From an optimization exercise on the open Yosys and OpenROAD flow, aimed at small area, a short achievable clock period and few clock cycles per item; shortcuts taken in it are not production practice.
In this exercise RTL edits were held to simulation tests only and were not proved equivalent to the original.

==> design/flow/config.mk <==
export PLATFORM = sky130hd
export DESIGN_NAME = matvec3
export DESIGN_NICKNAME = matvec3
export VERILOG_FILES = /design/flow/design.v
export SDC_FILE = /design/flow/constraint.sdc
export NUM_CORES = 4
export LEC_CHECK = 0
export ABC_AREA = 1
export CAP_MARGIN = 20
export CORE_MARGIN = 2
export CORE_UTILIZATION = 40
export SETUP_SLACK_MARGIN = 4.1
export SLEW_MARGIN = 20
==> design/flow/constraint.sdc <==
create_clock -name core_clock -period 7.0 [get_ports {clk}]
set_input_delay 1.4000 -clock core_clock [delete_from_list [all_inputs] [get_ports {clk}]]
set_output_delay 1.4000 -clock core_clock [all_outputs]
set_load 0.01 [all_outputs]
==> design/flow/design.v <==
module mul_csa (
    input  wire [13:0] w,
    input  wire [6:0]  one,
    input  wire [6:0]  two,
    input  wire [6:0]  neg,
    output wire [27:0] r0,
    output wire [27:0] r1,
    output wire [27:0] r2
);
    wire t1 = (one[0] & w[0]) ^ neg[0];
    wire t2 = ((one[0] & w[1]) | (two[0] & w[0])) ^ neg[0];
    wire t3 = ((one[0] & w[2]) | (two[0] & w[1])) ^ neg[0];
    wire t4 = ((one[0] & w[3]) | (two[0] & w[2])) ^ neg[0];
    wire t5 = ((one[0] & w[4]) | (two[0] & w[3])) ^ neg[0];
    wire t6 = ((one[0] & w[5]) | (two[0] & w[4])) ^ neg[0];
    wire t7 = ((one[0] & w[6]) | (two[0] & w[5])) ^ neg[0];
    wire t8 = ((one[0] & w[7]) | (two[0] & w[6])) ^ neg[0];
    wire t9 = ((one[0] & w[8]) | (two[0] & w[7])) ^ neg[0];
    wire t10 = ((one[0] & w[9]) | (two[0] & w[8])) ^ neg[0];
    wire t11 = ((one[0] & w[10]) | (two[0] & w[9])) ^ neg[0];
    wire t12 = ((one[0] & w[11]) | (two[0] & w[10])) ^ neg[0];
    wire t13 = ((one[0] & w[12]) | (two[0] & w[11])) ^ neg[0];
    wire t14 = ((one[0] & w[13]) | (two[0] & w[12])) ^ neg[0];
    wire t15 = ~(((one[0] & w[13]) | (two[0] & w[13])) ^ neg[0]);
    wire t16 = (one[1] & w[0]) ^ neg[1];
    wire t17 = ((one[1] & w[1]) | (two[1] & w[0])) ^ neg[1];
    wire t18 = ((one[1] & w[2]) | (two[1] & w[1])) ^ neg[1];
    wire t19 = ((one[1] & w[3]) | (two[1] & w[2])) ^ neg[1];
    wire t20 = ((one[1] & w[4]) | (two[1] & w[3])) ^ neg[1];
    wire t21 = ((one[1] & w[5]) | (two[1] & w[4])) ^ neg[1];
    wire t22 = ((one[1] & w[6]) | (two[1] & w[5])) ^ neg[1];
    wire t23 = ((one[1] & w[7]) | (two[1] & w[6])) ^ neg[1];
    wire t24 = ((one[1] & w[8]) | (two[1] & w[7])) ^ neg[1];
    wire t25 = ((one[1] & w[9]) | (two[1] & w[8])) ^ neg[1];
    wire t26 = ((one[1] & w[10]) | (two[1] & w[9])) ^ neg[1];
    wire t27 = ((one[1] & w[11]) | (two[1] & w[10])) ^ neg[1];
    wire t28 = ((one[1] & w[12]) | (two[1] & w[11])) ^ neg[1];
    wire t29 = ((one[1] & w[13]) | (two[1] & w[12])) ^ neg[1];
    wire t30 = ~(((one[1] & w[13]) | (two[1] & w[13])) ^ neg[1]);
    wire t31 = (one[2] & w[0]) ^ neg[2];
    wire t32 = ((one[2] & w[1]) | (two[2] & w[0])) ^ neg[2];
    wire t33 = ((one[2] & w[2]) | (two[2] & w[1])) ^ neg[2];
    wire t34 = ((one[2] & w[3]) | (two[2] & w[2])) ^ neg[2];
    wire t35 = ((one[2] & w[4]) | (two[2] & w[3])) ^ neg[2];
    wire t36 = ((one[2] & w[5]) | (two[2] & w[4])) ^ neg[2];
    wire t37 = ((one[2] & w[6]) | (two[2] & w[5])) ^ neg[2];
    wire t38 = ((one[2] & w[7]) | (two[2] & w[6])) ^ neg[2];
    wire t39 = ((one[2] & w[8]) | (two[2] & w[7])) ^ neg[2];
    wire t40 = ((one[2] & w[9]) | (two[2] & w[8])) ^ neg[2];
    wire t41 = ((one[2] & w[10]) | (two[2] & w[9])) ^ neg[2];
    wire t42 = ((one[2] & w[11]) | (two[2] & w[10])) ^ neg[2];
    wire t43 = ((one[2] & w[12]) | (two[2] & w[11])) ^ neg[2];
    wire t44 = ((one[2] & w[13]) | (two[2] & w[12])) ^ neg[2];
    wire t45 = ~(((one[2] & w[13]) | (two[2] & w[13])) ^ neg[2]);
    wire t46 = (one[3] & w[0]) ^ neg[3];
    wire t47 = ((one[3] & w[1]) | (two[3] & w[0])) ^ neg[3];
    wire t48 = ((one[3] & w[2]) | (two[3] & w[1])) ^ neg[3];
    wire t49 = ((one[3] & w[3]) | (two[3] & w[2])) ^ neg[3];
    wire t50 = ((one[3] & w[4]) | (two[3] & w[3])) ^ neg[3];
    wire t51 = ((one[3] & w[5]) | (two[3] & w[4])) ^ neg[3];
    wire t52 = ((one[3] & w[6]) | (two[3] & w[5])) ^ neg[3];
    wire t53 = ((one[3] & w[7]) | (two[3] & w[6])) ^ neg[3];
    wire t54 = ((one[3] & w[8]) | (two[3] & w[7])) ^ neg[3];
    wire t55 = ((one[3] & w[9]) | (two[3] & w[8])) ^ neg[3];
    wire t56 = ((one[3] & w[10]) | (two[3] & w[9])) ^ neg[3];
    wire t57 = ((one[3] & w[11]) | (two[3] & w[10])) ^ neg[3];
    wire t58 = ((one[3] & w[12]) | (two[3] & w[11])) ^ neg[3];
    wire t59 = ((one[3] & w[13]) | (two[3] & w[12])) ^ neg[3];
    wire t60 = ~(((one[3] & w[13]) | (two[3] & w[13])) ^ neg[3]);
    wire t61 = (one[4] & w[0]) ^ neg[4];
    wire t62 = ((one[4] & w[1]) | (two[4] & w[0])) ^ neg[4];
    wire t63 = ((one[4] & w[2]) | (two[4] & w[1])) ^ neg[4];
    wire t64 = ((one[4] & w[3]) | (two[4] & w[2])) ^ neg[4];
    wire t65 = ((one[4] & w[4]) | (two[4] & w[3])) ^ neg[4];
    wire t66 = ((one[4] & w[5]) | (two[4] & w[4])) ^ neg[4];
    wire t67 = ((one[4] & w[6]) | (two[4] & w[5])) ^ neg[4];
    wire t68 = ((one[4] & w[7]) | (two[4] & w[6])) ^ neg[4];
    wire t69 = ((one[4] & w[8]) | (two[4] & w[7])) ^ neg[4];
    wire t70 = ((one[4] & w[9]) | (two[4] & w[8])) ^ neg[4];
    wire t71 = ((one[4] & w[10]) | (two[4] & w[9])) ^ neg[4];
    wire t72 = ((one[4] & w[11]) | (two[4] & w[10])) ^ neg[4];
    wire t73 = ((one[4] & w[12]) | (two[4] & w[11])) ^ neg[4];
    wire t74 = ((one[4] & w[13]) | (two[4] & w[12])) ^ neg[4];
    wire t75 = ~(((one[4] & w[13]) | (two[4] & w[13])) ^ neg[4]);
    wire t76 = (one[5] & w[0]) ^ neg[5];
    wire t77 = ((one[5] & w[1]) | (two[5] & w[0])) ^ neg[5];
    wire t78 = ((one[5] & w[2]) | (two[5] & w[1])) ^ neg[5];
    wire t79 = ((one[5] & w[3]) | (two[5] & w[2])) ^ neg[5];
    wire t80 = ((one[5] & w[4]) | (two[5] & w[3])) ^ neg[5];
    wire t81 = ((one[5] & w[5]) | (two[5] & w[4])) ^ neg[5];
    wire t82 = ((one[5] & w[6]) | (two[5] & w[5])) ^ neg[5];
    wire t83 = ((one[5] & w[7]) | (two[5] & w[6])) ^ neg[5];
    wire t84 = ((one[5] & w[8]) | (two[5] & w[7])) ^ neg[5];
    wire t85 = ((one[5] & w[9]) | (two[5] & w[8])) ^ neg[5];
    wire t86 = ((one[5] & w[10]) | (two[5] & w[9])) ^ neg[5];
    wire t87 = ((one[5] & w[11]) | (two[5] & w[10])) ^ neg[5];
    wire t88 = ((one[5] & w[12]) | (two[5] & w[11])) ^ neg[5];
    wire t89 = ((one[5] & w[13]) | (two[5] & w[12])) ^ neg[5];
    wire t90 = ~(((one[5] & w[13]) | (two[5] & w[13])) ^ neg[5]);
    wire t91 = (one[6] & w[0]) ^ neg[6];
    wire t92 = ((one[6] & w[1]) | (two[6] & w[0])) ^ neg[6];
    wire t93 = ((one[6] & w[2]) | (two[6] & w[1])) ^ neg[6];
    wire t94 = ((one[6] & w[3]) | (two[6] & w[2])) ^ neg[6];
    wire t95 = ((one[6] & w[4]) | (two[6] & w[3])) ^ neg[6];
    wire t96 = ((one[6] & w[5]) | (two[6] & w[4])) ^ neg[6];
    wire t97 = ((one[6] & w[6]) | (two[6] & w[5])) ^ neg[6];
    wire t98 = ((one[6] & w[7]) | (two[6] & w[6])) ^ neg[6];
    wire t99 = ((one[6] & w[8]) | (two[6] & w[7])) ^ neg[6];
    wire t100 = ((one[6] & w[9]) | (two[6] & w[8])) ^ neg[6];
    wire t101 = ((one[6] & w[10]) | (two[6] & w[9])) ^ neg[6];
    wire t102 = ((one[6] & w[11]) | (two[6] & w[10])) ^ neg[6];
    wire t103 = ((one[6] & w[12]) | (two[6] & w[11])) ^ neg[6];
    wire t104 = ((one[6] & w[13]) | (two[6] & w[12])) ^ neg[6];
    wire t105 = ~(((one[6] & w[13]) | (two[6] & w[13])) ^ neg[6]);
    wire t106 = t3 ^ t16 ^ neg[1];
    wire t107 = (t3 & t16) | (t3 & neg[1]) | (t16 & neg[1]);
    wire t108 = t4 ^ t17 ^ t107;
    wire t109 = (t4 & t17) | (t4 & t107) | (t17 & t107);
    wire t110 = t5 ^ t18 ^ t31;
    wire t111 = (t5 & t18) | (t5 & t31) | (t18 & t31);
    wire t112 = neg[2] ^ t110 ^ t109;
    wire t113 = (neg[2] & t110) | (neg[2] & t109) | (t110 & t109);
    wire t114 = t6 ^ t19 ^ t32;
    wire t115 = (t6 & t19) | (t6 & t32) | (t19 & t32);
    wire t116 = t111 ^ t114;
    wire t117 = t111 & t114;
    wire t118 = t7 ^ t20 ^ t33;
    wire t119 = (t7 & t20) | (t7 & t33) | (t20 & t33);
    wire t120 = t46 ^ neg[3] ^ t115;
    wire t121 = (t46 & neg[3]) | (t46 & t115) | (neg[3] & t115);
    wire t122 = t118 ^ t117 ^ t120;
    wire t123 = (t118 & t117) | (t118 & t120) | (t117 & t120);
    wire t124 = t8 ^ t21 ^ t34;
    wire t125 = (t8 & t21) | (t8 & t34) | (t21 & t34);
    wire t126 = t47 ^ t119 ^ t124;
    wire t127 = (t47 & t119) | (t47 & t124) | (t119 & t124);
    wire t128 = t121 ^ t126;
    wire t129 = t121 & t126;
    wire t130 = t9 ^ t22 ^ t35;
    wire t131 = (t9 & t22) | (t9 & t35) | (t22 & t35);
    wire t132 = t48 ^ t61 ^ neg[4];
    wire t133 = (t48 & t61) | (t48 & neg[4]) | (t61 & neg[4]);
    wire t134 = t125 ^ t130 ^ t132;
    wire t135 = (t125 & t130) | (t125 & t132) | (t130 & t132);
    wire t136 = t127 ^ t134;
    wire t137 = t127 & t134;
    wire t138 = t10 ^ t23 ^ t36;
    wire t139 = (t10 & t23) | (t10 & t36) | (t23 & t36);
    wire t140 = t49 ^ t62 ^ t131;
    wire t141 = (t49 & t62) | (t49 & t131) | (t62 & t131);
    wire t142 = t133 ^ t138 ^ t135;
    wire t143 = (t133 & t138) | (t133 & t135) | (t138 & t135);
    wire t144 = t11 ^ t24 ^ t37;
    wire t145 = (t11 & t24) | (t11 & t37) | (t24 & t37);
    wire t146 = t50 ^ t63 ^ t76;
    wire t147 = (t50 & t63) | (t50 & t76) | (t63 & t76);
    wire t148 = neg[5] ^ t139 ^ t144;
    wire t149 = (neg[5] & t139) | (neg[5] & t144) | (t139 & t144);
    wire t150 = t146 ^ t141 ^ t148;
    wire t151 = (t146 & t141) | (t146 & t148) | (t141 & t148);
    wire t152 = t12 ^ t25 ^ t38;
    wire t153 = (t12 & t25) | (t12 & t38) | (t25 & t38);
    wire t154 = t51 ^ t64 ^ t77;
    wire t155 = (t51 & t64) | (t51 & t77) | (t64 & t77);
    wire t156 = t145 ^ t147 ^ t152;
    wire t157 = (t145 & t147) | (t145 & t152) | (t147 & t152);
    wire t158 = t154 ^ t149 ^ t156;
    wire t159 = (t154 & t149) | (t154 & t156) | (t149 & t156);
    wire t160 = t13 ^ t26 ^ t39;
    wire t161 = (t13 & t26) | (t13 & t39) | (t26 & t39);
    wire t162 = t52 ^ t65 ^ t78;
    wire t163 = (t52 & t65) | (t52 & t78) | (t65 & t78);
    wire t164 = t91 ^ neg[6] ^ t153;
    wire t165 = (t91 & neg[6]) | (t91 & t153) | (neg[6] & t153);
    wire t166 = t155 ^ t160 ^ t162;
    wire t167 = (t155 & t160) | (t155 & t162) | (t160 & t162);
    wire t168 = t157 ^ t164 ^ t166;
    wire t169 = (t157 & t164) | (t157 & t166) | (t164 & t166);
    wire t170 = t14 ^ t27 ^ t40;
    wire t171 = (t14 & t27) | (t14 & t40) | (t27 & t40);
    wire t172 = t53 ^ t66 ^ t79;
    wire t173 = (t53 & t66) | (t53 & t79) | (t66 & t79);
    wire t174 = t92 ^ t161 ^ t163;
    wire t175 = (t92 & t161) | (t92 & t163) | (t161 & t163);
    wire t176 = t170 ^ t172 ^ t165;
    wire t177 = (t170 & t172) | (t170 & t165) | (t172 & t165);
    wire t178 = t167 ^ t174;
    wire t179 = t167 & t174;
    wire t180 = t15 ^ t28 ^ t41;
    wire t181 = (t15 & t28) | (t15 & t41) | (t28 & t41);
    wire t182 = t54 ^ t67 ^ t80;
    wire t183 = (t54 & t67) | (t54 & t80) | (t67 & t80);
    wire t184 = t93 ^ 1'b1 ^ t171;
    wire t185 = (t93 & 1'b1) | (t93 & t171) | (1'b1 & t171);
    wire t186 = t173 ^ t180 ^ t182;
    wire t187 = (t173 & t180) | (t173 & t182) | (t180 & t182);
    wire t188 = t175 ^ t184 ^ t186;
    wire t189 = (t175 & t184) | (t175 & t186) | (t184 & t186);
    wire t190 = t29 ^ t42 ^ t55;
    wire t191 = (t29 & t42) | (t29 & t55) | (t42 & t55);
    wire t192 = t68 ^ t81 ^ t94;
    wire t193 = (t68 & t81) | (t68 & t94) | (t81 & t94);
    wire t194 = 1'b1 ^ t181 ^ t183;
    wire t195 = (1'b1 & t181) | (1'b1 & t183) | (t181 & t183);
    wire t196 = t190 ^ t192 ^ t185;
    wire t197 = (t190 & t192) | (t190 & t185) | (t192 & t185);
    wire t198 = t187 ^ t194;
    wire t199 = t187 & t194;
    wire t200 = t30 ^ t43 ^ t56;
    wire t201 = (t30 & t43) | (t30 & t56) | (t43 & t56);
    wire t202 = t69 ^ t82 ^ t95;
    wire t203 = (t69 & t82) | (t69 & t95) | (t82 & t95);
    wire t204 = t191 ^ t193 ^ t200;
    wire t205 = (t191 & t193) | (t191 & t200) | (t193 & t200);
    wire t206 = t202 ^ t195 ^ t204;
    wire t207 = (t202 & t195) | (t202 & t204) | (t195 & t204);
    wire t208 = t44 ^ t57 ^ t70;
    wire t209 = (t44 & t57) | (t44 & t70) | (t57 & t70);
    wire t210 = t83 ^ t96 ^ 1'b1;
    wire t211 = (t83 & t96) | (t83 & 1'b1) | (t96 & 1'b1);
    wire t212 = t201 ^ t203 ^ t208;
    wire t213 = (t201 & t203) | (t201 & t208) | (t203 & t208);
    wire t214 = t210 ^ t205 ^ t212;
    wire t215 = (t210 & t205) | (t210 & t212) | (t205 & t212);
    wire t216 = t45 ^ t58 ^ t71;
    wire t217 = (t45 & t58) | (t45 & t71) | (t58 & t71);
    wire t218 = t84 ^ t97 ^ t209;
    wire t219 = (t84 & t97) | (t84 & t209) | (t97 & t209);
    wire t220 = t211 ^ t216 ^ t213;
    wire t221 = (t211 & t216) | (t211 & t213) | (t216 & t213);
    wire t222 = t59 ^ t72 ^ t85;
    wire t223 = (t59 & t72) | (t59 & t85) | (t72 & t85);
    wire t224 = t98 ^ 1'b1 ^ t217;
    wire t225 = (t98 & 1'b1) | (t98 & t217) | (1'b1 & t217);
    wire t226 = t222 ^ t219 ^ t224;
    wire t227 = (t222 & t219) | (t222 & t224) | (t219 & t224);
    wire t228 = t60 ^ t73 ^ t86;
    wire t229 = (t60 & t73) | (t60 & t86) | (t73 & t86);
    wire t230 = t99 ^ t223 ^ t228;
    wire t231 = (t99 & t223) | (t99 & t228) | (t223 & t228);
    wire t232 = t225 ^ t230;
    wire t233 = t225 & t230;
    wire t234 = t74 ^ t87 ^ t100;
    wire t235 = (t74 & t87) | (t74 & t100) | (t87 & t100);
    wire t236 = 1'b1 ^ t229 ^ t234;
    wire t237 = (1'b1 & t229) | (1'b1 & t234) | (t229 & t234);
    wire t238 = t231 ^ t236;
    wire t239 = t231 & t236;
    wire t240 = t75 ^ t88 ^ t101;
    wire t241 = (t75 & t88) | (t75 & t101) | (t88 & t101);
    wire t242 = t235 ^ t240 ^ t237;
    wire t243 = (t235 & t240) | (t235 & t237) | (t240 & t237);
    wire t244 = t89 ^ t102 ^ 1'b1;
    wire t245 = (t89 & t102) | (t89 & 1'b1) | (t102 & 1'b1);
    wire t246 = t241 ^ t244;
    wire t247 = t241 & t244;
    wire t248 = t90 ^ t103 ^ t245;
    wire t249 = (t90 & t103) | (t90 & t245) | (t103 & t245);
    wire t250 = t104 ^ 1'b1 ^ t249;
    wire t251 = (t104 & 1'b1) | (t104 & t249) | (1'b1 & t249);
    assign r0[0] = t1;
    assign r0[1] = t2;
    assign r0[2] = t106;
    assign r0[3] = t108;
    assign r0[4] = t112;
    assign r0[5] = t113;
    assign r0[6] = t122;
    assign r0[7] = t123;
    assign r0[8] = t129;
    assign r0[9] = t140;
    assign r0[10] = t143;
    assign r0[11] = t151;
    assign r0[12] = t159;
    assign r0[13] = t169;
    assign r0[14] = t177;
    assign r0[15] = t189;
    assign r0[16] = t197;
    assign r0[17] = t207;
    assign r0[18] = t218;
    assign r0[19] = t221;
    assign r0[20] = t227;
    assign r0[21] = t233;
    assign r0[22] = t239;
    assign r0[23] = t243;
    assign r0[24] = t247;
    assign r0[25] = t250;
    assign r0[26] = t105;
    assign r0[27] = 1'b1;
    assign r1[0] = neg[0];
    assign r1[1] = 1'b0;
    assign r1[2] = 1'b0;
    assign r1[3] = 1'b0;
    assign r1[4] = 1'b0;
    assign r1[5] = t116;
    assign r1[6] = 1'b0;
    assign r1[7] = t128;
    assign r1[8] = t136;
    assign r1[9] = t137;
    assign r1[10] = t150;
    assign r1[11] = t158;
    assign r1[12] = t168;
    assign r1[13] = t176;
    assign r1[14] = t179;
    assign r1[15] = t196;
    assign r1[16] = t199;
    assign r1[17] = t214;
    assign r1[18] = t215;
    assign r1[19] = t226;
    assign r1[20] = t232;
    assign r1[21] = t238;
    assign r1[22] = t242;
    assign r1[23] = t246;
    assign r1[24] = t248;
    assign r1[25] = 1'b0;
    assign r1[26] = t251;
    assign r1[27] = 1'b0;
    assign r2[0] = 1'b0;
    assign r2[1] = 1'b0;
    assign r2[2] = 1'b0;
    assign r2[3] = 1'b0;
    assign r2[4] = 1'b0;
    assign r2[5] = 1'b0;
    assign r2[6] = 1'b0;
    assign r2[7] = 1'b0;
    assign r2[8] = 1'b0;
    assign r2[9] = t142;
    assign r2[10] = 1'b0;
    assign r2[11] = 1'b0;
    assign r2[12] = 1'b0;
    assign r2[13] = t178;
    assign r2[14] = t188;
    assign r2[15] = t198;
    assign r2[16] = t206;
    assign r2[17] = 1'b0;
    assign r2[18] = t220;
    assign r2[19] = 1'b0;
    assign r2[20] = 1'b0;
    assign r2[21] = 1'b0;
    assign r2[22] = 1'b0;
    assign r2[23] = 1'b0;
    assign r2[24] = 1'b0;
    assign r2[25] = 1'b0;
    assign r2[26] = 1'b0;
    assign r2[27] = 1'b0;
endmodule
module acc_add (
    input  wire [27:0] a,
    input  wire [27:0] r0,
    input  wire [27:0] r1,
    input  wire [27:0] r2,
    output wire [27:0] y
);
    wire [27:0] x0;
    wire [27:0] x1;
    wire v1 = r0[9] ^ r1[9];
    wire v2 = r0[9] & r1[9];
    wire v3 = r0[10] ^ r1[10];
    wire v4 = r0[10] & r1[10];
    wire v5 = r0[11] ^ r1[11];
    wire v6 = r0[11] & r1[11];
    wire v7 = r0[12] ^ r1[12];
    wire v8 = r0[12] & r1[12];
    wire v9 = r0[13] ^ r1[13] ^ r2[13];
    wire v10 = (r0[13] & r1[13]) | (r0[13] & r2[13]) | (r1[13] & r2[13]);
    wire v11 = r0[14] ^ r1[14] ^ r2[14];
    wire v12 = (r0[14] & r1[14]) | (r0[14] & r2[14]) | (r1[14] & r2[14]);
    wire v13 = r0[15] ^ r1[15] ^ r2[15];
    wire v14 = (r0[15] & r1[15]) | (r0[15] & r2[15]) | (r1[15] & r2[15]);
    wire v15 = r0[16] ^ r1[16] ^ r2[16];
    wire v16 = (r0[16] & r1[16]) | (r0[16] & r2[16]) | (r1[16] & r2[16]);
    wire v17 = r0[17] ^ r1[17];
    wire v18 = r0[17] & r1[17];
    wire v19 = r0[18] ^ r1[18] ^ r2[18];
    wire v20 = (r0[18] & r1[18]) | (r0[18] & r2[18]) | (r1[18] & r2[18]);
    wire v21 = r0[19] ^ r1[19];
    wire v22 = r0[19] & r1[19];
    wire v23 = r0[20] ^ r1[20];
    wire v24 = r0[20] & r1[20];
    wire v25 = r0[21] ^ r1[21];
    wire v26 = r0[21] & r1[21];
    wire v27 = r0[22] ^ r1[22];
    wire v28 = r0[22] & r1[22];
    wire v29 = r0[23] ^ r1[23];
    wire v30 = r0[23] & r1[23];
    wire v31 = r0[24] ^ r1[24];
    wire v32 = r0[24] & r1[24];
    wire v33 = r0[0] ^ r1[0];
    wire v34 = r0[0] & r1[0];
    wire v35 = r0[1] ^ a[1];
    wire v36 = r0[1] & a[1];
    wire v37 = r0[2] ^ a[2];
    wire v38 = r0[2] & a[2];
    wire v39 = r0[3] ^ a[3];
    wire v40 = r0[3] & a[3];
    wire v41 = r0[4] ^ a[4];
    wire v42 = r0[4] & a[4];
    wire v43 = r0[5] ^ r1[5] ^ a[5];
    wire v44 = (r0[5] & r1[5]) | (r0[5] & a[5]) | (r1[5] & a[5]);
    wire v45 = r0[6] ^ a[6];
    wire v46 = r0[6] & a[6];
    wire v47 = r0[7] ^ r1[7] ^ a[7];
    wire v48 = (r0[7] & r1[7]) | (r0[7] & a[7]) | (r1[7] & a[7]);
    wire v49 = r0[8] ^ r1[8] ^ a[8];
    wire v50 = (r0[8] & r1[8]) | (r0[8] & a[8]) | (r1[8] & a[8]);
    wire v51 = r2[9] ^ a[9] ^ v1;
    wire v52 = (r2[9] & a[9]) | (r2[9] & v1) | (a[9] & v1);
    wire v53 = a[10] ^ v2 ^ v3;
    wire v54 = (a[10] & v2) | (a[10] & v3) | (v2 & v3);
    wire v55 = a[11] ^ v4 ^ v5;
    wire v56 = (a[11] & v4) | (a[11] & v5) | (v4 & v5);
    wire v57 = a[12] ^ v6 ^ v7;
    wire v58 = (a[12] & v6) | (a[12] & v7) | (v6 & v7);
    wire v59 = a[13] ^ v8 ^ v9;
    wire v60 = (a[13] & v8) | (a[13] & v9) | (v8 & v9);
    wire v61 = a[14] ^ v10 ^ v11;
    wire v62 = (a[14] & v10) | (a[14] & v11) | (v10 & v11);
    wire v63 = a[15] ^ v12 ^ v13;
    wire v64 = (a[15] & v12) | (a[15] & v13) | (v12 & v13);
    wire v65 = a[16] ^ v14 ^ v15;
    wire v66 = (a[16] & v14) | (a[16] & v15) | (v14 & v15);
    wire v67 = a[17] ^ v16 ^ v17;
    wire v68 = (a[17] & v16) | (a[17] & v17) | (v16 & v17);
    wire v69 = a[18] ^ v18 ^ v19;
    wire v70 = (a[18] & v18) | (a[18] & v19) | (v18 & v19);
    wire v71 = a[19] ^ v20 ^ v21;
    wire v72 = (a[19] & v20) | (a[19] & v21) | (v20 & v21);
    wire v73 = a[20] ^ v22 ^ v23;
    wire v74 = (a[20] & v22) | (a[20] & v23) | (v22 & v23);
    wire v75 = a[21] ^ v24 ^ v25;
    wire v76 = (a[21] & v24) | (a[21] & v25) | (v24 & v25);
    wire v77 = a[22] ^ v26 ^ v27;
    wire v78 = (a[22] & v26) | (a[22] & v27) | (v26 & v27);
    wire v79 = a[23] ^ v28 ^ v29;
    wire v80 = (a[23] & v28) | (a[23] & v29) | (v28 & v29);
    wire v81 = a[24] ^ v30 ^ v31;
    wire v82 = (a[24] & v30) | (a[24] & v31) | (v30 & v31);
    wire v83 = r0[25] ^ a[25] ^ v32;
    wire v84 = (r0[25] & a[25]) | (r0[25] & v32) | (a[25] & v32);
    wire v85 = r0[26] ^ r1[26] ^ a[26];
    wire v86 = (r0[26] & r1[26]) | (r0[26] & a[26]) | (r1[26] & a[26]);
    wire v87 = 1'b1 ^ a[27];
    wire v88 = 1'b1 & a[27];
    assign x0[0] = a[0];
    assign x1[0] = v33;
    assign x0[1] = v34;
    assign x1[1] = v35;
    assign x0[2] = v36;
    assign x1[2] = v37;
    assign x0[3] = v38;
    assign x1[3] = v39;
    assign x0[4] = v40;
    assign x1[4] = v41;
    assign x0[5] = v42;
    assign x1[5] = v43;
    assign x0[6] = v44;
    assign x1[6] = v45;
    assign x0[7] = v46;
    assign x1[7] = v47;
    assign x0[8] = v48;
    assign x1[8] = v49;
    assign x0[9] = v50;
    assign x1[9] = v51;
    assign x0[10] = v52;
    assign x1[10] = v53;
    assign x0[11] = v54;
    assign x1[11] = v55;
    assign x0[12] = v56;
    assign x1[12] = v57;
    assign x0[13] = v58;
    assign x1[13] = v59;
    assign x0[14] = v60;
    assign x1[14] = v61;
    assign x0[15] = v62;
    assign x1[15] = v63;
    assign x0[16] = v64;
    assign x1[16] = v65;
    assign x0[17] = v66;
    assign x1[17] = v67;
    assign x0[18] = v68;
    assign x1[18] = v69;
    assign x0[19] = v70;
    assign x1[19] = v71;
    assign x0[20] = v72;
    assign x1[20] = v73;
    assign x0[21] = v74;
    assign x1[21] = v75;
    assign x0[22] = v76;
    assign x1[22] = v77;
    assign x0[23] = v78;
    assign x1[23] = v79;
    assign x0[24] = v80;
    assign x1[24] = v81;
    assign x0[25] = v82;
    assign x1[25] = v83;
    assign x0[26] = v84;
    assign x1[26] = v85;
    assign x0[27] = v86;
    assign x1[27] = v87;
    assign y = x0 + x1;
endmodule
`timescale 1ns/1ps
`default_nettype none
module matvec3
(
    input  logic               clk,
    input  logic               reset,
    input  logic               input_valid,
    output logic               input_ready,
    input  logic signed [13:0] input_data,
    output logic               output_valid,
    input  logic               output_ready,
    output logic signed [27:0] output_data
);
    logic [3:0]         ph;        
    logic signed [13:0] ring [12];
    logic signed [13:0] ring0_d;
    logic signed [13:0] x_n;       
    logic [6:0]         one_q;     
    logic [6:0]         two_q;
    logic [6:0]         neg_q;
    logic [3:0]         wc;
    logic               active;    
    logic [3:0]         pi;        
    logic [1:0]         pc;        
    logic [1:0]         xl;        
    logic               fire_d;
    logic               first_d;
    logic               last_d;
    logic [27:0]        s_q;
    logic [27:0]        c_q;
    logic [27:0]        e_q;
    logic [27:0]        acc;
    logic [27:0]        s_d;
    logic [27:0]        c_d;
    logic [27:0]        e_d;
    logic [3:0]         pi_ph;     
    logic [3:0]         ph_n;
    logic [3:0]         wc_n;
    logic               active_n;
    logic [3:0]         pi_n;
    logic [1:0]         pc_n;
    logic [1:0]         xl_n;
    logic               ready_n;
    logic accept;
    logic fire;
    logic cancel;
    logic retire;
    function automatic logic slot_free(input logic [3:0] w, input logic act,
                                       input logic [3:0] p);
        if (w < 4'd9)       slot_free = !act || (p > w);
        else if (w == 4'd9) slot_free = !act;
        else                slot_free = 1'b1;
    endfunction
    assign accept      = input_valid && input_ready;
    assign pi_ph       = (pi < 4'd2) ? pi + 4'd10 : pi - 4'd2;
    assign cancel      = fire_d && first_d && output_valid && !output_ready;
    assign retire      = fire_d && !cancel;
    assign fire        = active && (ph == pi_ph) && (xl > pc) && !cancel;
    assign output_data = acc;
    always_comb begin
        ph_n     = (ph == 4'd11) ? 4'd0 : ph + 4'd1;
        wc_n     = wc;
        active_n = active;
        pi_n     = pi;
        pc_n     = pc;
        xl_n     = xl;
        if (accept) begin
            wc_n = (wc == 4'd11) ? 4'd0 : wc + 4'd1;
            if (wc == 4'd9) begin
                active_n = 1'b1;
                pi_n     = '0;
                pc_n     = '0;
                xl_n     = 2'd1;
            end else if (wc > 4'd9) begin
                xl_n = xl + 2'd1;
            end
        end
        if (fire) begin
            pi_n = pi + 4'd1;
            pc_n = (pc == 2'd2) ? 2'd0 : pc + 2'd1;
            if (pi == 4'd8) active_n = 1'b0;
        end else if (cancel) begin
            pi_n = pi - 4'd1;
            pc_n = '0;
        end
        ready_n = (ph_n == wc_n) && slot_free(wc_n, active_n, pi_n);
    end
    assign ring0_d = accept ? input_data : ring[11];
    always_comb begin
        if (ph >= 4'd9)      x_n = ring0_d;
        else if (ph <= 4'd2) x_n = ring[2];
        else                 x_n = ring[5];
    end
    logic [14:0] x_ext;
    assign x_ext = {x_n, 1'b0};
    always_ff @(posedge clk) begin
        for (int k = 0; k < 7; k++) begin
            logic b2, b1, b0;
            b2 = x_ext[2*k+2];
            b1 = x_ext[2*k+1];
            b0 = x_ext[2*k];
            one_q[k] <= b1 ^ b0;
            two_q[k] <= (b2 & !b1 & !b0) | (!b2 & b1 & b0);
            neg_q[k] <= b2;
        end
    end
    mul_csa mul_i (
        .w  (ring[9]),
        .one(one_q),
        .two(two_q),
        .neg(neg_q),
        .r0 (s_d),
        .r1 (c_d),
        .r2 (e_d)
    );
    always_ff @(posedge clk) begin
        ring[0] <= ring0_d;
        for (int k = 1; k < 12; k++) ring[k] <= ring[k-1];
        s_q     <= s_d;
        c_q     <= c_d;
        e_q     <= e_d;
        first_d <= (pc == 2'd0);
        last_d  <= (pc == 2'd2);
    end
    logic [27:0] a_m;
    assign a_m = first_d ? 28'd0 : acc;
    logic [27:0] sum;
    acc_add add_i (
        .a  (a_m),
        .r0 (s_q),
        .r1 (c_q),
        .r2 (e_q),
        .y  (sum)
    );
    always_ff @(posedge clk) begin
        if (retire) begin
            acc <= sum;
        end
    end
    always_ff @(posedge clk) begin
        if (reset) begin
            ph           <= '0;
            wc           <= '0;
            active       <= 1'b0;
            pi           <= '0;
            pc           <= '0;
            xl           <= '0;
            fire_d       <= 1'b0;
            input_ready  <= 1'b1;
            output_valid <= 1'b0;
        end else begin
            ph           <= ph_n;
            wc           <= wc_n;
            active       <= active_n;
            pi           <= pi_n;
            pc           <= pc_n;
            xl           <= xl_n;
            fire_d       <= fire;
            input_ready  <= ready_n;
            if (retire && last_d)   output_valid <= 1'b1;
            else if (output_ready)  output_valid <= 1'b0;
        end
    end
endmodule
`default_nettype wire
==> design/flow/flow/run.sh <==
#!/bin/bash
# The standard layout (standard.sh) with two changes:
# - clock tree synthesis adds no dummy loads to balance the tree, and
#   clusters up to 20 flip-flops within 110 um per leaf buffer;
# - the port buffers are buf_1 cells.
set -o pipefail
export CTS_ARGS="-sink_clustering_enable -repair_clock_nets -sink_clustering_size 20 -sink_clustering_max_diameter 110 -buf_list sky130_fd_sc_hd__clkbuf_16 -dont_use_dummy_load"
export BUFFER_PORTS_ARGS="-buffer_cell sky130_fd_sc_hd__buf_1"
bash standard.sh > standard.log 2>&1
==> design/flow/standard.sh <==
#!/bin/bash
# synth_recipe.tcl (not shown) runs the flow's synth.tcl, then flattens the netlist and writes it again
# the make line also repeats each setting of config.mk as NAME=value (left out here)
make -C /OpenROAD-flow-scripts/flow DESIGN_CONFIG=/design/flow/config.mk WORK_HOME=/design/flow/orfs CLKGATE_MAP_FILE= SYNTH_SCRIPT=/design/flow/synth_recipe.tcl "${@:-finish}"
==> results.txt, run 1 <==
# TYPE chip_impl_metric gauge
chip_impl_metric{name="number_of_enable_type_register_cells_in_the_synthesized_netlist",unit=""} 28
chip_impl_metric{name="achievable-frequency",unit="MHz"} 352
chip_impl_info{name="run_status",value="timing/DRC/antenna clean"} 1
chip_impl_info{name="setup.worst_path.start_class",value="flop"} 1
chip_impl_metric{name="cts_hold_repair.buffers",unit=""} 0
chip_impl_metric{name="finalNetCount",unit=""} 1772
chip_impl_metric{name="post_synth_instance_area",unit="mm^2"} 0.0143
chip_impl_metric{name="vias",unit=""} 9994
chip_impl_metric{name="post_drt_via_cell_ratio",unit=""} 4.86
chip_impl_metric{name="grt_pass1_vias",unit=""} 9678
chip_impl_info{name="r2r-end",value="acc[19]$_DFFE_PP_"} 1
chip_impl_metric{name="grt_start_max_net_pins",unit=""} 29
chip_impl_metric{name="wire_per_inst",unit="um"} 16.0
chip_impl_metric{name="chipWidth",unit="um"} 193
chip_impl_metric{name="worstPathArrival",unit="ns"} 3.06
chip_impl_metric{name="synthesis.nets",unit=""} 1725
chip_impl_metric{name="drt_first_pass_iters",unit=""} 5
chip_impl_metric{name="top_level_i_o_count",unit=""} 48
chip_impl_metric{name="dr.first_iter.drc_count",unit=""} 618
chip_impl_metric{name="async_set_reset_flop_share_out_of_synthesis",unit=""} 0
chip_impl_metric{name="number_of_placement_rows",unit=""} 69
chip_impl_metric{name="synth_seq_area_share",unit=""} 0.430
chip_impl_metric{name="fp.coreArea",unit="mm^2"} 0.0354
chip_impl_metric{name="clk_path_buf_depth",unit=""} 3
chip_impl_metric{name="gp_congestion",unit=""} 0.901
chip_impl_info{name="hold_path_origin",value="ring[10][0]$_DFF_P_"} 1
chip_impl_metric{name="fin_setup_tns",unit="ns"} 0
chip_impl_info{name="critical_path.endpoint_type",value="flop"} 1
chip_impl_metric{name="final_area",unit="mm^2"} 0.0160
chip_impl_info{name="min-delay-path-class",value="flop to flop"} 1
chip_impl_metric{name="synth_seq_cells",unit=""} 293
chip_impl_metric{name="grt.overflow.total",unit=""} 0
chip_impl_info{name="launching_point_of_the_worst_reg2reg_path",value="add_i.r2[18]$_DFF_P_"} 1
chip_impl_metric{name="fp.dieArea",unit="mm^2"} 0.0372
chip_impl_metric{name="antennaDiodeCount",unit=""} 0
chip_impl_metric{name="synthesis.area_per_instance",unit="um^2"} 9.22
chip_impl_metric{name="finalHoldViolCount",unit=""} 0
chip_impl_metric{name="grt_first_pass_wirelength",unit="um"} 51200
chip_impl_metric{name="tightest_slew",unit="ns"} 0.808
chip_impl_metric{name="slew-limit-headroom",unit=""} 0.461
chip_impl_info{name="cts_root_buf",value="clkbuf_16"} 1
chip_impl_metric{name="area_growth_syn_to_layout",unit="%"} 11.8
chip_impl_metric{name="wirelength",unit="um"} 32800
chip_impl_metric{name="final-max-slew-violation-count",unit=""} 0
chip_impl_info{name="cts_tree",value="built"} 1
chip_impl_metric{name="port_buf_inserts",unit=""} 47
chip_impl_metric{name="place_area",unit="mm^2"} 0.0148
chip_impl_info{name="worst_hold_path.endpoint",value="ring[11][0]$_DFF_P_"} 1
chip_impl_metric{name="max_cap_viol_count",unit=""} 0
chip_impl_info{name="cell_types_occupying_the_most_area_after_synthesis",value="dfxtp_1, fa_1, xor2_1"} 1
chip_impl_metric{name="post_synth_num_cell_types",unit=""} 44
chip_impl_metric{name="synth-warning-count",unit=""} 3
chip_impl_info{name="yosys.area.top_type",value="dfxtp_1"} 1
chip_impl_metric{name="worstPathMaxFanout",unit=""} 5
chip_impl_info{name="postSynth.topFlopCell",value="dfxtp_1"} 1
chip_impl_metric{name="netlist_instances",unit=""} 1549
chip_impl_metric{name="synthDominantCellAreaShare",unit=""} 0.372
chip_impl_metric{name="timing.final.setup_violations",unit=""} 0
chip_impl_metric{name="hpwl",unit="um"} 24300
chip_impl_metric{name="regToRegSetupSlack",unit="ns"} 4.16
chip_impl_metric{name="final.setup_skew",unit="ns"} 0.0572
chip_impl_metric{name="timing.final.crit_period",unit="ns"} 2.84
chip_impl_metric{name="die_height",unit="um"} 193
chip_impl_metric{name="numCtsBuffers",unit=""} 18
chip_impl_metric{name="holdPathStages",unit=""} 0
chip_impl_metric{name="clk_pin_slew_worst_paths",unit="ns"} 0.08
chip_impl_metric{name="start_util",unit=""} 0.403
chip_impl_metric{name="drive_gt1_frac",unit=""} 0.116
chip_impl_metric{name="cts_htree_levels",unit=""} 1
chip_impl_metric{name="post_route_clock_period_utilization",unit=""} 0.406
chip_impl_info{name="rsz0062_at_grt",value="yes"} 1
chip_impl_metric{name="drc_viols",unit=""} 0
chip_impl_metric{name="r2r_cells",unit=""} 10
chip_impl_metric{name="cts.sinks",unit=""} 293
chip_impl_info{name="worst-setup-path-type",value="flop to flop"} 1
chip_impl_metric{name="critPathRequiredTime",unit="ns"} 7.22
chip_impl_metric{name="grt_usage",unit=""} 0.174
chip_impl_metric{name="antenna_found_initial",unit=""} 0
chip_impl_metric{name="clk_latency",unit="ns"} 0.53
chip_impl_metric{name="post_route_antenna_net_violation_count",unit=""} 0
## synth_stat cells, drive strengths merged, types with 5 or more instances
cell type    n
a21oi       43
buf         16
clkbuf      33
clkinv       5
dfxtp      265
edfxtp      28
fa          81
ha          77
inv        265
nand2      255
nand3       67
nand4       18
nor2        95
o211ai      11
o21ai       39
o21bai       6
o22ai       91
xor2       127
## critical path, cell delays in order, from the launching register on
cell      delay (ns)
dfxtp_2         0.33
fa_1            0.53
inv_1           0.05
fa_1            0.47
inv_1           0.06
ha_4            0.25
a21oi_2         0.24
o21a_1          0.17
nand2_1         0.06
nand3b_1        0.23
xor2_1          0.20
## sequential cells by signal, summed over array words and instances (netlist names)
| name | count |
|---|---|
| xl | 2 |
| last_d | 1 |
| s_q | 27 |
| fire_d | 1 |
| acc | 28 |
| wc | 4 |
| input_ready | 1 |
| pc | 2 |
| active | 1 |
| one_q | 7 |
| ph | 4 |
| first_d | 1 |
| neg_q | 7 |
| add_i.r1 | 21 |
| two_q | 7 |
| add_i.r2 | 6 |
| pi | 4 |
| output_valid | 1 |
| ring | 168 |
## stage by stage
step | cells | utilization | worst slack [ns] | hold slack (ns)
CTS | 2031 | 0.435 | 4.00 | 0.303
detailed placement | 2010 | 0.420 | 3.54 | 0.312
global placement | 2010 | 0.420 | 3.57 | 0.310
finish | 2055 | 0.451 | 4.16 | 0.292
global route | 2055 | 0.451 | 4.05 | 0.296
floorplan | 1549 | - | 4.08 | 0.310
## layout by cell type (no fill, tap or decap), types with 3 or more instances in the layout
master,instances
nor3_1,3
nand2_1,232
o21ai_2,7
dfxtp_4,3
dfxtp_2,7
edfxtp_1,28
buf_1,46
nand3_1,65
nand3b_1,4
fa_1,81
a21oi_2,17
xor2_1,127
nand4_1,17
nor2_4,8
buf_4,25
or2_2,3
nor2_2,10
xnor2_1,3
inv_1,241
o211ai_2,7
nor2_1,77
ha_2,5
ha_4,13
o21ai_0,21
clkbuf_16,19
o211ai_1,4
o21bai_1,6
nand2_2,21
ha_1,59
a21o_1,4
dfxtp_1,255
o22ai_1,91
clkinvlp_4,6
inv_2,19
a21oi_1,26
o21ai_1,11
## timing repair
item,CTS,global route
setup endpoints to repair,30,22
buffers inserted,2,21
pin swaps,0,19
gates resized for setup,28,86
gates cloned,1,3
## per-layer routing
layer	up-vias	part of all wire	global-route usage
li1	4977	-	-
met1	4689	0.48	0.247
met2	269	0.45	0.285
met3	59	0.042	0.0175
met4	0	0.026	0.0484
met5	-	0	0
## worst max-delay path by stage
stage	depth (start not counted)	startpoint	end
after floorplan	17	input_valid	input_ready$_SDFF_PP1_
after global placement	15	input_valid	input_ready$_SDFF_PP1_
after detailed placement	15	input_valid	input_ready$_SDFF_PP1_
after CTS	12	add_i.r2[13]$_DFF_P_	acc[19]$_DFFE_PP_
after global routing	12	add_i.r2[18]$_DFF_P_	acc[22]$_DFFE_PP_
final	10	add_i.r2[18]$_DFF_P_	acc[19]$_DFFE_PP_
## layout make-up
class                      count  area [um^2]
clock buffer                  18          450
fill                        3445        19400
inverter                     270         1040
multi-input combinational    939         7300
sequential                   293         6170
tap                          461          577
timing repair buffer          73          405
timing repair inverter         1         7.51
## cell families after synthesis
group / Yosys count / share of synthesized area
AOI/OAI and AO/OA: 197 / 0.0859
DFF: 293 / 0.430
adders and majority gates: 158 / 0.181
and+or+nand+nor: 451 / 0.135
xor gates and xnor gates: 131 / 0.0809
buffers and inverters: 319 / 0.0868
Testbench counts, summed over its fixed seeds: cycles 4,680, items 1,152.
==> run 2, diff against run 1 <==
==> design/flow/flow/run.sh (replaced) <==
#!/bin/bash
# The standard layout (standard.sh) with two changes:
# - clock tree synthesis adds no dummy loads to balance the tree, and
#   clusters up to 16 flip-flops within 90 um per leaf buffer;
# - the port buffers are buf_1 cells.
set -o pipefail
export CTS_ARGS="-sink_clustering_enable -repair_clock_nets -sink_clustering_size 16 -sink_clustering_max_diameter 90 -buf_list sky130_fd_sc_hd__clkbuf_8 -dont_use_dummy_load"
export BUFFER_PORTS_ARGS="-buffer_cell sky130_fd_sc_hd__buf_1"
bash standard.sh > standard.log 2>&1
==> results.txt, run 2 <==
# TYPE chip_impl_metric gauge
chip_impl_info{name="run_status",value="timing/DRC/antenna clean"} 1
chip_impl_metric{name="chipWidth",unit="um"} 193
chip_impl_info{name="max_flop_register",value="ring"} 1
chip_impl_metric{name="cts.sinks",unit=""} 293
chip_impl_metric{name="grt_pass1_vias",unit=""} 9706
chip_impl_metric{name="cts_hold_repair.buffers",unit=""} 0
chip_impl_metric{name="worstPathArrival",unit="ns"} 3.12
chip_impl_info{name="final_common_cell",value="dfxtp_1"} 1
chip_impl_metric{name="number_of_placement_rows",unit=""} 69
chip_impl_metric{name="synth_seq_cells",unit=""} 293
chip_impl_metric{name="post_synth_num_cell_types",unit=""} 44
chip_impl_info{name="cts_tree",value="built"} 1
chip_impl_info{name="critical_path.endpoint_type",value="flop"} 1
chip_impl_metric{name="max_stage_delay",unit="ns"} 0.55
chip_impl_metric{name="grt_usage",unit=""} 0.174
chip_impl_info{name="min-delay-path-class",value="flop to flop"} 1
chip_impl_info{name="rsz0062_at_grt",value="yes"} 1
chip_impl_metric{name="synthesis.area_per_instance",unit="um^2"} 9.22
chip_impl_info{name="yosys.area.top_type",value="dfxtp_1"} 1
chip_impl_metric{name="start_util",unit=""} 0.403
chip_impl_metric{name="clk_pin_slew_worst_paths",unit="ns"} 0.09
chip_impl_metric{name="drc_viols",unit=""} 0
chip_impl_metric{name="cp.buffers_inverters",unit=""} 1
chip_impl_metric{name="synthesis.nets",unit=""} 1725
chip_impl_info{name="postSynth.topFlopCell",value="dfxtp_1"} 1
chip_impl_metric{name="critPathRequiredTime",unit="ns"} 7.26
chip_impl_metric{name="wirelength",unit="um"} 32300
chip_impl_metric{name="timing.final.setup_violations",unit=""} 0
chip_impl_info{name="worst-setup-path-type",value="flop to flop"} 1
chip_impl_metric{name="post_drt_via_cell_ratio",unit=""} 4.82
chip_impl_metric{name="post_synth_instance_area",unit="mm^2"} 0.0143
chip_impl_metric{name="tightest_slew",unit="ns"} 0.834
chip_impl_metric{name="finalHoldViolCount",unit=""} 0
chip_impl_metric{name="fp.coreArea",unit="mm^2"} 0.0354
chip_impl_metric{name="synth_seq_area_share",unit=""} 0.430
chip_impl_metric{name="timing.final.crit_period",unit="ns"} 2.86
chip_impl_metric{name="wire_per_inst",unit="um"} 15.7
chip_impl_metric{name="clk_latency",unit="ns"} 0.60
chip_impl_info{name="setup.worst_path.start_class",value="flop"} 1
chip_impl_metric{name="clk_path_buf_depth",unit=""} 3
chip_impl_metric{name="die_height",unit="um"} 193
chip_impl_info{name="layout_top_registers",value="ring x168, acc x28, s_q x27"} 1
chip_impl_metric{name="netlist_instances",unit=""} 1549
chip_impl_metric{name="antennaDiodeCount",unit=""} 0
chip_impl_info{name="yosysMostFrequentCell",value="dfxtp_1"} 1
chip_impl_info{name="critical_path.cell_chain",value="fa_1 > fa_1 > ha_2 > nand2_1 > nor2_4 > inv_2 > nor2_4 > nand4_1 > nand3b_1 > xor2_1"} 1
chip_impl_metric{name="grt.overflow.total",unit=""} 0
chip_impl_metric{name="drt_first_pass_iters",unit=""} 5
chip_impl_metric{name="numCtsBuffers",unit=""} 22
chip_impl_info{name="final_cell_mix",value="dfxtp_1, inv_1, nand2_1, xor2_1, o22ai_1"} 1
chip_impl_metric{name="dr.first_iter.drc_count",unit=""} 698
chip_impl_metric{name="fin_setup_tns",unit="ns"} 0
chip_impl_metric{name="final.setup_skew",unit="ns"} 0.0779
chip_impl_metric{name="async_set_reset_flop_share_out_of_synthesis",unit=""} 0
chip_impl_metric{name="hpwl",unit="um"} 24300
chip_impl_info{name="cell_types_occupying_the_most_area_after_synthesis",value="dfxtp_1, fa_1, xor2_1"} 1
chip_impl_metric{name="largest_register_ffs",unit=""} 168
chip_impl_metric{name="port_buf_inserts",unit=""} 47
chip_impl_metric{name="final-max-slew-violation-count",unit=""} 0
chip_impl_metric{name="post_route_antenna_net_violation_count",unit=""} 0
chip_impl_metric{name="grt_start_max_net_pins",unit=""} 29
chip_impl_metric{name="slew-limit-headroom",unit=""} 0.444
chip_impl_metric{name="synthDominantCellAreaShare",unit=""} 0.372
chip_impl_info{name="cts_root_buf",value="clkbuf_8"} 1
chip_impl_info{name="worst_path_dominant_cell_family",value="adder cells"} 1
chip_impl_metric{name="achievable-frequency",unit="MHz"} 350
chip_impl_metric{name="worstPathMaxFanout",unit=""} 4
chip_impl_metric{name="drive_gt1_frac",unit=""} 0.125
chip_impl_metric{name="grt_first_pass_wirelength",unit="um"} 51200
chip_impl_metric{name="area_growth_syn_to_layout",unit="%"} 11.4
chip_impl_metric{name="finalNetCount",unit=""} 1777
chip_impl_metric{name="max_cap_viol_count",unit=""} 0
chip_impl_metric{name="vias",unit=""} 9936
chip_impl_info{name="critPathSlowestCell",value="fa_1"} 1
chip_impl_metric{name="synth-warning-count",unit=""} 3
chip_impl_metric{name="cts_htree_levels",unit=""} 1
chip_impl_metric{name="number_of_enable_type_register_cells_in_the_synthesized_netlist",unit=""} 28
chip_impl_metric{name="post_route_clock_period_utilization",unit=""} 0.408
chip_impl_metric{name="gp_congestion",unit=""} 0.901
chip_impl_info{name="synthTopCellsByCount",value="dfxtp_1, inv_1, nand2_1"} 1
chip_impl_metric{name="top_level_i_o_count",unit=""} 48
chip_impl_metric{name="antenna_found_initial",unit=""} 0
chip_impl_metric{name="fp.dieArea",unit="mm^2"} 0.0372
==> run 2: cell type report <==
cell class,count,area (um^2)
Fill cell,3477,19500
Multi-Input combinational cell,937,7360
Clock buffer,22,303
Timing Repair Buffer,77,440
Tap cell,461,577
Sequential cell,293,6170
Inverter,270,1060
==> run 2: metal layers <==
layer / wire length [um] / global-route usage / share of wire
met1: 15500 / 0.244 / 0.48
met2: 14400 / 0.282 / 0.45
met3: 1340 / 0.0218 / 0.041
met4: 1000 / 0.0504 / 0.031
met5: 0 / 0 / 0
==> run 2: final timing paths <==
| path | startpoint | end | slack, ns | cells after the start |
|---|---|---|---|---|
| worst max-delay path | add_i.r2[16]$_DFF_P_ | acc[19]$_DFFE_PP_ | 4.14 | 10 |
| worst min-delay path | ring[7][4]$_DFF_P_ | ring[8][4]$_DFF_P_ | 0.27 | 0 |
| worst max register to register | add_i.r2[16]$_DFF_P_ | acc[19]$_DFFE_PP_ | 4.14 | 10 |
| worst min register to register | ring[7][4]$_DFF_P_ | ring[8][4]$_DFF_P_ | 0.27 | 0 |
==> run 2: cell families after synthesis <==
kind of cell / after synthesis / synth area share
AOI/OAI and AO/OA: 197 / 0.0859
buffers and inverters: 319 / 0.0868
adders and majority gates: 158 / 0.181
xor gates and xnor gates: 131 / 0.0809
DFF: 293 / 0.430
and+or+nand+nor: 451 / 0.135
==> run 2: repair_timing <==
| action | 4_1_cts | 5_1_grt |
|---|---|---|
| setup endpoints to repair | 29 | 23 |
| gates cloned | 0 | 0 |
| buffers inserted | 3 | 25 |
| pin swaps | 2 | 22 |
| gates resized for setup | 36 | 94 |
==> run 2: stage by stage <==
step | setup slack, ns | util | instances | cell area, um^2 | hold WS (ns)
final | 4.14 | 0.449 | 2060 | 15900 | 0.266
after global routing | 4.04 | 0.449 | 2060 | 15900 | 0.280
after CTS | 4.00 | 0.432 | 2035 | 15300 | 0.268
after detailed placement | 3.54 | 0.420 | 2010 | 14800 | 0.312
after global placement | 3.57 | 0.420 | 2010 | 14800 | 0.310
after floorplan | 4.08 | - | 1549 | 14300 | 0.310
==> run 3, diff against run 2 <==
==> design/flow/flow/run.sh (replaced) <==
#!/bin/bash
# The standard layout (standard.sh) with two changes:
# - clock tree synthesis adds no dummy loads to balance the tree, and
#   clusters up to 26 flip-flops within 140 um per leaf buffer;
# - the port buffers are buf_1 cells.
set -o pipefail
export CTS_ARGS="-sink_clustering_enable -repair_clock_nets -sink_clustering_size 26 -sink_clustering_max_diameter 140 -buf_list sky130_fd_sc_hd__clkbuf_16 -dont_use_dummy_load"
export BUFFER_PORTS_ARGS="-buffer_cell sky130_fd_sc_hd__buf_1"
bash standard.sh > standard.log 2>&1
==> results.txt, run 3 <==
# TYPE chip_impl_metric gauge
chip_impl_metric{name="fillCellCount",unit=""} 3477
chip_impl_info{name="min-delay-path-class",value="flop to flop"} 1
chip_impl_info{name="yosys.area.top_type",value="dfxtp_1"} 1
chip_impl_metric{name="detail_route.wirelength.met1",unit="um"} 15500
chip_impl_metric{name="synthesis.nets",unit=""} 1725
chip_impl_info{name="setup.worst_path.start_class",value="flop"} 1
chip_impl_metric{name="final.setup_skew",unit="ns"} 0.0445
chip_impl_metric{name="max_cap_viol_count",unit=""} 0
chip_impl_metric{name="area_growth_syn_to_layout",unit="%"} 10.6
chip_impl_metric{name="antenna_found_initial",unit=""} 0
chip_impl_info{name="top_layer_in_use",value="met4"} 1
chip_impl_metric{name="fp.dieArea",unit="mm^2"} 0.0372
chip_impl_info{name="postSynth.topFlopCell",value="dfxtp_1"} 1
chip_impl_metric{name="worstPathMaxFanout",unit=""} 15
chip_impl_info{name="layout_top_registers",value="ring x168, acc x28, s_q x27"} 1
chip_impl_metric{name="drc_viols",unit=""} 0
chip_impl_metric{name="number_of_placement_rows",unit=""} 69
chip_impl_metric{name="vias",unit=""} 9906
chip_impl_metric{name="grt_first_pass_wirelength",unit="um"} 51100
chip_impl_metric{name="fp.coreArea",unit="mm^2"} 0.0354
chip_impl_metric{name="slew-limit-headroom",unit=""} 0.455
chip_impl_metric{name="drive_gt1_frac",unit=""} 0.110
chip_impl_metric{name="netlist_instances",unit=""} 1549
chip_impl_metric{name="hpwl",unit="um"} 24300
chip_impl_metric{name="worstPathArrival",unit="ns"} 3.12
chip_impl_metric{name="port_buf_inserts",unit=""} 47
chip_impl_info{name="cts_root_buf",value="clkbuf_16"} 1
chip_impl_metric{name="seq_area",unit="mm^2"} 0.00616
chip_impl_metric{name="post_route_antenna_net_violation_count",unit=""} 0
chip_impl_metric{name="die_height",unit="um"} 193
chip_impl_metric{name="grt.overflow.total",unit=""} 0
chip_impl_info{name="critical_path.endpoint_type",value="flop"} 1
chip_impl_metric{name="cts_htree_levels",unit=""} 1
chip_impl_metric{name="cts_hold_repair.buffers",unit=""} 0
chip_impl_metric{name="wire_per_inst",unit="um"} 15.8
chip_impl_metric{name="clk_pin_slew_worst_paths",unit="ns"} 0.11
chip_impl_metric{name="clk_latency",unit="ns"} 0.51
chip_impl_metric{name="critPathRequiredTime",unit="ns"} 7.24
chip_impl_metric{name="number_of_enable_type_register_cells_in_the_synthesized_netlist",unit=""} 28
chip_impl_info{name="yosysMostFrequentCell",value="dfxtp_1"} 1
chip_impl_metric{name="chipWidth",unit="um"} 193
chip_impl_metric{name="post_route_clock_period_utilization",unit=""} 0.411
chip_impl_metric{name="post_drt_via_cell_ratio",unit=""} 4.85
chip_impl_metric{name="achievable-frequency",unit="MHz"} 348
chip_impl_info{name="cell_types_occupying_the_most_area_after_synthesis",value="dfxtp_1, fa_1, xor2_1"} 1
chip_impl_metric{name="detailed_route_wirelength_on_metal3",unit="um"} 1260
chip_impl_metric{name="clk_path_buf_depth",unit=""} 3
chip_impl_metric{name="synth-warning-count",unit=""} 3
chip_impl_metric{name="wirelength",unit="um"} 32200
chip_impl_info{name="max_flop_register",value="ring"} 1
chip_impl_metric{name="finalNetCount",unit=""} 1759
chip_impl_info{name="worst-setup-path-type",value="flop to flop"} 1
chip_impl_metric{name="start_util",unit=""} 0.403
chip_impl_metric{name="post_synth_instance_area",unit="mm^2"} 0.0143
chip_impl_metric{name="timing.final.setup_violations",unit=""} 0
chip_impl_metric{name="antennaDiodeCount",unit=""} 0
chip_impl_metric{name="largest_register_ffs",unit=""} 168
chip_impl_metric{name="finalHoldViolCount",unit=""} 0
chip_impl_metric{name="grt_usage",unit=""} 0.174
chip_impl_metric{name="grt_pass1_vias",unit=""} 9728
chip_impl_metric{name="top_level_i_o_count",unit=""} 48
chip_impl_metric{name="postLayoutCoreUtil",unit=""} 0.446
chip_impl_info{name="final_cell_mix",value="dfxtp_1, inv_1, nand2_1, xor2_1, o22ai_1"} 1
chip_impl_metric{name="synth_seq_area_share",unit=""} 0.430
chip_impl_metric{name="synthesis.area_per_instance",unit="um^2"} 9.22
chip_impl_metric{name="dr.first_iter.drc_count",unit=""} 579
chip_impl_metric{name="tightest_slew",unit="ns"} 0.817
chip_impl_info{name="run_status",value="timing/DRC/antenna clean"} 1
chip_impl_metric{name="final-max-slew-violation-count",unit=""} 0
chip_impl_metric{name="drt_first_pass_iters",unit=""} 5
chip_impl_metric{name="timing.final.crit_period",unit="ns"} 2.87
chip_impl_metric{name="post_synth_num_cell_types",unit=""} 44
chip_impl_metric{name="gp_congestion",unit=""} 0.901
chip_impl_metric{name="fin_setup_tns",unit="ns"} 0
chip_impl_metric{name="dr_wl_met2",unit="um"} 14600
chip_impl_info{name="synthTopCellsByCount",value="dfxtp_1, inv_1, nand2_1"} 1
chip_impl_metric{name="async_set_reset_flop_share_out_of_synthesis",unit=""} 0
chip_impl_metric{name="cts.sinks",unit=""} 293
chip_impl_metric{name="synthDominantCellAreaShare",unit=""} 0.372
chip_impl_info{name="cts_tree",value="built"} 1
chip_impl_info{name="final_common_cell",value="dfxtp_1"} 1
chip_impl_metric{name="grt_start_max_net_pins",unit=""} 29
chip_impl_metric{name="numCtsBuffers",unit=""} 15
chip_impl_metric{name="synth_seq_cells",unit=""} 293
chip_impl_metric{name="multiInputGateArea",unit="mm^2"} 0.00730
chip_impl_info{name="rsz0062_at_grt",value="yes"} 1
## run 3: cell counts after synthesis
Identical to the previous run, type by type.
## run 3: cell families (layout without fill, tap and decap cells)
family	Yosys count	in the layout	synth area share
flip-flops	293	293	0.430
buffers and inverters	319	350	0.0868
AO/OA/AOI/OAI	197	197	0.0859
XOR/XNOR	131	131	0.0809
AND/OR/NAND/NOR	451	452	0.135
adder cells (fa/ha/maj)	158	158	0.181
## run 3: cell type report
type                       count  area share
multi-input combinational    938       0.463
sequential                   293       0.390
inverter                     270      0.0654
tap                          461      0.0365
clock buffer                  15      0.0238
timing repair buffer          65      0.0218
## run 3: repair_timing
action                                  4_1_cts  5_1_grt
buffers inserted                              1       15
gates resized for setup                      31       79
endpoints found under the setup margin       29       20
cloned                                        0        1
pin swaps                                     2       24
## run 3: through the flow
step	instance area (um^2)	setup slack [ns]	hold slack [ns]	instances
6_report	15800	4.13	0.274	2042
5_1_grt	15800	4.00	0.282	2042
4_1_cts	15400	4.02	0.273	2026
3_5_place_dp	14800	3.54	0.312	2010
3_3_place_gp	14800	3.57	0.310	2010
2_1_floorplan	14300	4.08	0.310	1549
## run 3: metal layers
metal	track usage	vias up
met4	0.0449	0
met5	0	-
met2	0.287	252
li1	-	4939
met3	0.0182	62
met1	0.244	4653
## run 3: critical path, stage by stage (launching register included)
cell,delay [ns]
dfxtp_2,0.34
buf_12,0.14
clkinvlp_4,0.15
buf_4,0.13
nand2_2,0.05
fa_1,0.53
inv_1,0.06
ha_4,0.26
a21o_1,0.21
nand2_1,0.10
nand2_2,0.06
nand2_1,0.06
nand2_1,0.07
nand3b_1,0.23
xor2_1,0.20
## run 3: worst paths after layout
| check | from | endpoint | slack (ns) | depth (start not counted) |
|---|---|---|---|---|
| max | first_d$_DFF_P_ | acc[19]$_DFFE_PP_ | 4.13 | 14 |
| min reg2reg | ring[3][0]$_DFF_P_ | ring[4][0]$_DFF_P_ | 0.27 | 0 |
| max reg2reg | first_d$_DFF_P_ | acc[19]$_DFFE_PP_ | 4.13 | 14 |
| min | ring[3][0]$_DFF_P_ | ring[4][0]$_DFF_P_ | 0.27 | 0 |

[what the ideal ports hide]
No port has a modelled driver above. Below, the same layouts with a new extraction and two added sets of constraints. Step 1: set_driving_cell puts a clkbuf_16 on clk and a buf_2 on each other input, an assumption about the parent block. Step 2 moves the port delays by t, midway between the first and last clock arrival at a register: inputs arrive t later, outputs are due t later. That takes back most of the time a late clock gives input paths. a / b / c = ideal / step 1 / step 2; a / b = the first two.
run	t (ns)	slack for setup (ns)	worst setup path after step 2	latest minus earliest clock arrival (ns)	pins driven straight from the clock port
run 1	0.541	4.158 / 4.158 / 3.787	input to register	0.061 / 0.061	1
run 2	0.603	4.143 / 4.143 / 3.739	input to register	0.079 / 0.079	1
run 3	0.536	4.126 / 4.126 / 3.751	input to register	0.045 / 0.046	1
After both steps every run listed still meets setup and hold. For run 2, which loses most, drivers alone change the setup slack by 0.000 ns; drivers and shift together by -0.404 ns.
